Background: an optimization exercise with open tools, aiming at small area. Do not read the settings as production practice.
Only simulation tests tie the RTL to the original design; equivalence was not proved.
No activity file was given, so power comes from the tool's default toggle rates.

==> flow/design.v <==
package mdu_pkg;
  typedef enum logic [2:0] {
    OP_MUL    = 3'b000,
    OP_MULH   = 3'b001,
    OP_MULHSU = 3'b010,
    OP_MULHU  = 3'b011,
    OP_DIV    = 3'b100,
    OP_DIVU   = 3'b101,
    OP_REM    = 3'b110,
    OP_REMU   = 3'b111
  } funct3_e;
  localparam logic [5:0] K_START = 6'd62;
endpackage
module mul_div_unit (
  input  logic        clk,
  input  logic        rst,
  input  logic        start,
  input  logic [2:0]  funct3,
  input  logic [31:0] operand_a,
  input  logic [31:0] operand_b,
  input  logic [4:0]  rd_in,
  input  logic        flush,
  output logic        busy,
  output logic        done,
  output logic [31:0] result,
  output logic [4:0]  rd_out
);
  logic [65:0] w_q;
  logic [32:0] b_q;
  logic [2:0]  op_q;
  logic [4:0]  rd_q;
  logic [2:0]  c_q;       
  logic [5:0]  k_q;       
  logic        dly_q;     
  logic        cy_q;      
  logic        sgn_q;     
  logic        negf_q;    
  logic        bneg_q;    
  logic        pb_q;      
  logic        yp_q;      
  logic        idl_q, act_q;
  logic c0, c2, c3, c5, lo;
  assign c0 = ~c_q[2] & ~c_q[0];
  assign c2 =  c_q[1] & ~c_q[0];
  assign c3 =  c_q[2] &  c_q[0];
  assign c5 = ~c_q[1] &  c_q[0];
  assign lo = ~c_q[0];                         
  logic p_pre, p_z, p_h1, p_main, p_post, p_f, p_g, p_hz, last_k;
  assign p_pre  =  k_q[5] &  k_q[4];
  assign p_z    =  p_pre & ~k_q[0];
  assign p_h1   =  p_pre &  k_q[0];
  assign p_main = ~k_q[5];
  assign p_post =  k_q[5] & ~k_q[4];
  assign p_f    =  p_post & ~k_q[1] & ~k_q[0];
  assign p_g    =  p_post & ~k_q[1] &  k_q[0];
  assign p_hz   =  p_post &  k_q[1];
  assign last_k =  p_main & (k_q[4:0] == 5'd31);
  logic is_mul, is_div, is_rem, mul_hi;
  assign is_mul = ~op_q[2];
  assign is_div = op_q[2] & ~op_q[1];
  assign is_rem = op_q[2] &  op_q[1];
  assign mul_hi = (op_q[1:0] != 2'b00);
  logic half, last_c;
  assign half   = (p_h1 & is_mul) | p_hz;
  assign last_c = half ? c2 : c5;
  logic accept;
  assign accept = start & ~flush & idl_q;
  logic        neg_comb, neg_g, g_eff;
  logic        xz, xinv, yen, ysub, cin, prop3, cin0, cin3;
  logic [10:0] xd, yd, sd;
  logic        cout;
  assign neg_comb = is_div ? ((negf_q ^ bneg_q) & w_q[31])
                  : is_rem ? negf_q : (negf_q ^ bneg_q);
  assign neg_g    = c0 ? neg_comb : negf_q;
  assign g_eff    = c0 ? w_q[65] : (c_q[1] ? w_q[43] : w_q[54]);
  always_comb begin
    xz   = 1'b0;
    xinv = 1'b0;
    yen  = 1'b0;
    ysub = bneg_q;
    cin0 = 1'b0;
    cin3 = 1'b0;
    if (p_z) begin
      xz   = ~lo;
      xinv = lo & negf_q;
      cin0 = negf_q;
    end else if (p_main) begin
      if (is_mul) begin
        yen  = lo & g_eff;
        ysub = bneg_q;
        cin0 = g_eff & bneg_q;
      end else begin
        yen  = ~lo;
        ysub = ~(sgn_q ^ bneg_q);
        cin3 = ~(sgn_q ^ bneg_q);
      end
    end else if (p_f) begin
      yen  = ~lo & sgn_q & ~is_mul;
      ysub = bneg_q;
      cin3 = sgn_q & bneg_q & ~is_mul;
    end else if (p_g) begin
      xinv = neg_g & (is_div ? lo : (is_rem ? ~lo : 1'b1));    
      cin0 = neg_g & ~is_rem;
      cin3 = neg_g & is_rem;
    end
  end
  assign prop3 = (p_main & is_mul) | (p_g & is_mul);
  assign cin   = c0 ? cin0 : ((c3 & ~prop3) ? cin3 : cy_q);
  assign xd    = xz ? 11'd0 : (w_q[10:0] ^ {11{~xinv}});
  assign yd    = yen ? (b_q[10:0] ^ {11{yp_q}}) : 11'd0;
  logic [11:0] cc;
  assign cc[0] = cin;
  for (genvar i = 0; i < 11; i++) begin : g_fa
    assign sd[i]   = xd[i] ^ yd[i] ^ cc[i];
    assign cc[i+1] = (xd[i] & yd[i]) | (xd[i] & cc[i]) | (yd[i] & cc[i]);
  end
  assign cout = cc[11];
  logic        lmode, bot;
  logic [10:0] wd;
  assign lmode = (p_z & ~is_mul)
               | (p_main & ~(~is_mul & last_k & ~lo))
               | (p_f & lo & ~is_mul)
               | (p_g & ~(is_mul & ~mul_hi));
  assign bot   = c0 ? (p_main & is_mul ? 1'b0 : ((p_main | p_f) ? ~dly_q : dly_q)) : dly_q;
  assign wd    = lmode ? {sd[9:0], bot} : sd;
  logic finish;
  assign finish = last_c & ((p_g & (is_rem | (is_mul & mul_hi))) | p_hz);
  always_ff @(posedge clk or posedge rst) begin
    if (rst) begin
      idl_q <= 1'b1;
      act_q <= 1'b0;
      done  <= 1'b0;
    end else if (flush) begin
      idl_q <= 1'b1;
      act_q <= 1'b0;
      done  <= 1'b0;
    end else begin
      idl_q <= idl_q ? ~accept : finish;
      act_q <= idl_q ?  accept : ~finish;
      done  <= finish & act_q;
    end
  end
  assign busy = act_q;
  logic bext_in, aneg_in;
  assign bext_in = operand_b[31] & (funct3[2] ? ~funct3[0] : (funct3[1:0] == 2'b01));
  assign aneg_in = operand_a[31] & (funct3[2] ? ~funct3[0] : (funct3[1] ^ funct3[0]));
  always_ff @(posedge clk) begin
    cy_q  <= cout;
    dly_q <= sd[10];
    w_q[32:22] <= ~(({11{act_q}} | operand_a[31:21]) & ({11{idl_q}} | w_q[43:33]));
    w_q[21:11] <= ~(({11{act_q}} | ~operand_a[20:10]) & ({11{idl_q}} | w_q[32:22]));
    w_q[10:0]  <= ~(({11{act_q}} | {operand_a[9:0], 1'b0}) & ({11{idl_q}} | w_q[21:11]));
    b_q        <= ~(({33{act_q}} | {bext_in, operand_b}) & ({33{idl_q}} | {b_q[10:0], b_q[32:11]}));
    pb_q       <= ~pb_q | idl_q;
    yp_q       <= ysub ^ (~pb_q | idl_q);
    if (idl_q) begin
      op_q   <= funct3;
      rd_q   <= rd_in;
      negf_q <= aneg_in;
      bneg_q <= bext_in;
      c_q    <= 3'd0;
      k_q    <= mdu_pkg::K_START;
    end else begin
      c_q <= (half & c2) ? 3'd0 : {~c_q[0], c_q[2], c_q[1]};
      if (last_c) k_q <= k_q + 6'd1;
      if (p_g & c0) negf_q <= neg_comb;
    end
    w_q[65:33] <= {wd, w_q[65:44]};
    if ((p_z | p_main) & c5) sgn_q <= sd[10];
  end
  assign result = w_q[65:34];
  assign rd_out = rd_q;
endmodule
Settings: LEC_CHECK=0, CAP_MARGIN=20, CORE_MARGIN=2, CORE_UTILIZATION=40, SLEW_MARGIN=20; clock period 10.0 ns.
standard.sh (not shown) runs the stock make flow with config.mk's settings and CLKGATE_MAP_FILE= SYNTH_SCRIPT=/design/flow/synth_recipe.tcl, a recipe that flattens the netlist after the stock synthesis.
==> flow/flow/run.sh <==
#!/bin/bash
# Own layout flow: the standard flow (standard.sh, unchanged synthesis and
# steps) with two placement/CTS arguments changed:
#  - port buffers use the smallest buffer cell (every port still gets one)
#  - clock tree: small clock buffers, no dummy balancing loads
# Each tool's full output is kept in the ORFS logs under orfs/logs and the
# make output in flow_make.log.
set -euo pipefail
export BUFFER_PORTS_ARGS="-buffer_cell sky130_fd_sc_hd__buf_1"
export CTS_ARGS="-sink_clustering_enable -repair_clock_nets -dont_use_dummy_load -sink_buffer_max_cap_derate 1.0 -buf_list {sky130_fd_sc_hd__clkbuf_8}"
bash standard.sh > flow_make.log 2>&1
The starting point completed without violations.
==> next run, changes <==
--- a/flow/flow/run.sh
+++ b/flow/flow/run.sh
@@ -8,4 +8,4 @@
 set -euo pipefail
 export BUFFER_PORTS_ARGS="-buffer_cell sky130_fd_sc_hd__buf_1"
-export CTS_ARGS="-sink_clustering_enable -repair_clock_nets -dont_use_dummy_load -sink_buffer_max_cap_derate 1.0 -buf_list {sky130_fd_sc_hd__clkbuf_8}"
+export CTS_ARGS="-sink_clustering_enable -repair_clock_nets -dont_use_dummy_load -sink_buffer_max_cap_derate 1.0 -buf_list {sky130_fd_sc_hd__clkbuf_4}"
 bash standard.sh > flow_make.log 2>&1
Total power came out lower by about 8%.
First-iteration DRC count came out lower by about 17%.
Die area stays the same.
==> next run, changes <==
--- a/flow/flow/run.sh
+++ b/flow/flow/run.sh
@@ -8,4 +8,4 @@
 set -euo pipefail
 export BUFFER_PORTS_ARGS="-buffer_cell sky130_fd_sc_hd__buf_1"
-export CTS_ARGS="-sink_clustering_enable -repair_clock_nets -dont_use_dummy_load -sink_buffer_max_cap_derate 1.0 -buf_list {sky130_fd_sc_hd__clkbuf_4}"
+export CTS_ARGS="-sink_clustering_enable -repair_clock_nets -dont_use_dummy_load -buf_list {sky130_fd_sc_hd__clkbuf_4}"
 bash standard.sh > flow_make.log 2>&1
=> Via count stays the same. Sequential power barely changes. Maximum frequency stays the same.
==> next run, changes <==
==> flow/run.sh (new file) <==
#!/bin/bash
# synth_recipe.tcl (not shown) runs the flow's synth.tcl, then flattens the netlist and writes it again
# the make line also repeats each setting of config.mk as NAME=value (left out here)
make -C /OpenROAD-flow-scripts/flow DESIGN_CONFIG=/design/flow/config.mk WORK_HOME=/design/flow/orfs CLKGATE_MAP_FILE= SYNTH_SCRIPT=/design/flow/synth_recipe.tcl finish
CTS_BUF_LIST = sky130_fd_sc_hd__clkbuf_4 sky130_fd_sc_hd__clkbuf_8   (was not set)
removed: flow/flow/run.sh
removed: flow/standard.sh
The new run produced a clean layout.
Total power went up by 23%.
Final cell count rose by 2.0%.
Combinational power increases by 39%.
Fmax rises by 1.8%.
Utilization rises by 7.8 points.
Critical path depth stays the same.
Count of clock-buffer cells in the layout increases by 3.

what the ideal ports hide:
In the flow no input, the clock included, has a driving cell. The finished layouts below were timed again as built, in two steps. Step 1: set_driving_cell puts a clkbuf_16 on clk and a buf_2 on each other input, an assumption about the parent block. Step 2 also shifts input and output timing later by t, the mid clock arrival at the registers, as if the neighbouring blocks saw the same clock. a / b / c = ideal ports / drivers / drivers and shift; a / b = the first two.
| run | t, ns | setup slack, ns | clock arrival spread, ns |
|---|---|---|---|
| the first run | 0.448 | 3.196 / 3.196 / 3.196 | 0.031 / 0.030 |
| the second run | 0.519 | 3.180 / 3.180 / 3.180 | 0.044 / 0.044 |
| the third run | 0.519 | 3.180 / 3.180 / 3.180 | 0.044 / 0.044 |
| the fourth run | 0.462 | 3.300 / 3.300 / 3.300 | 0.010 / 0.010 |
After both steps setup and hold are still met in every run listed.
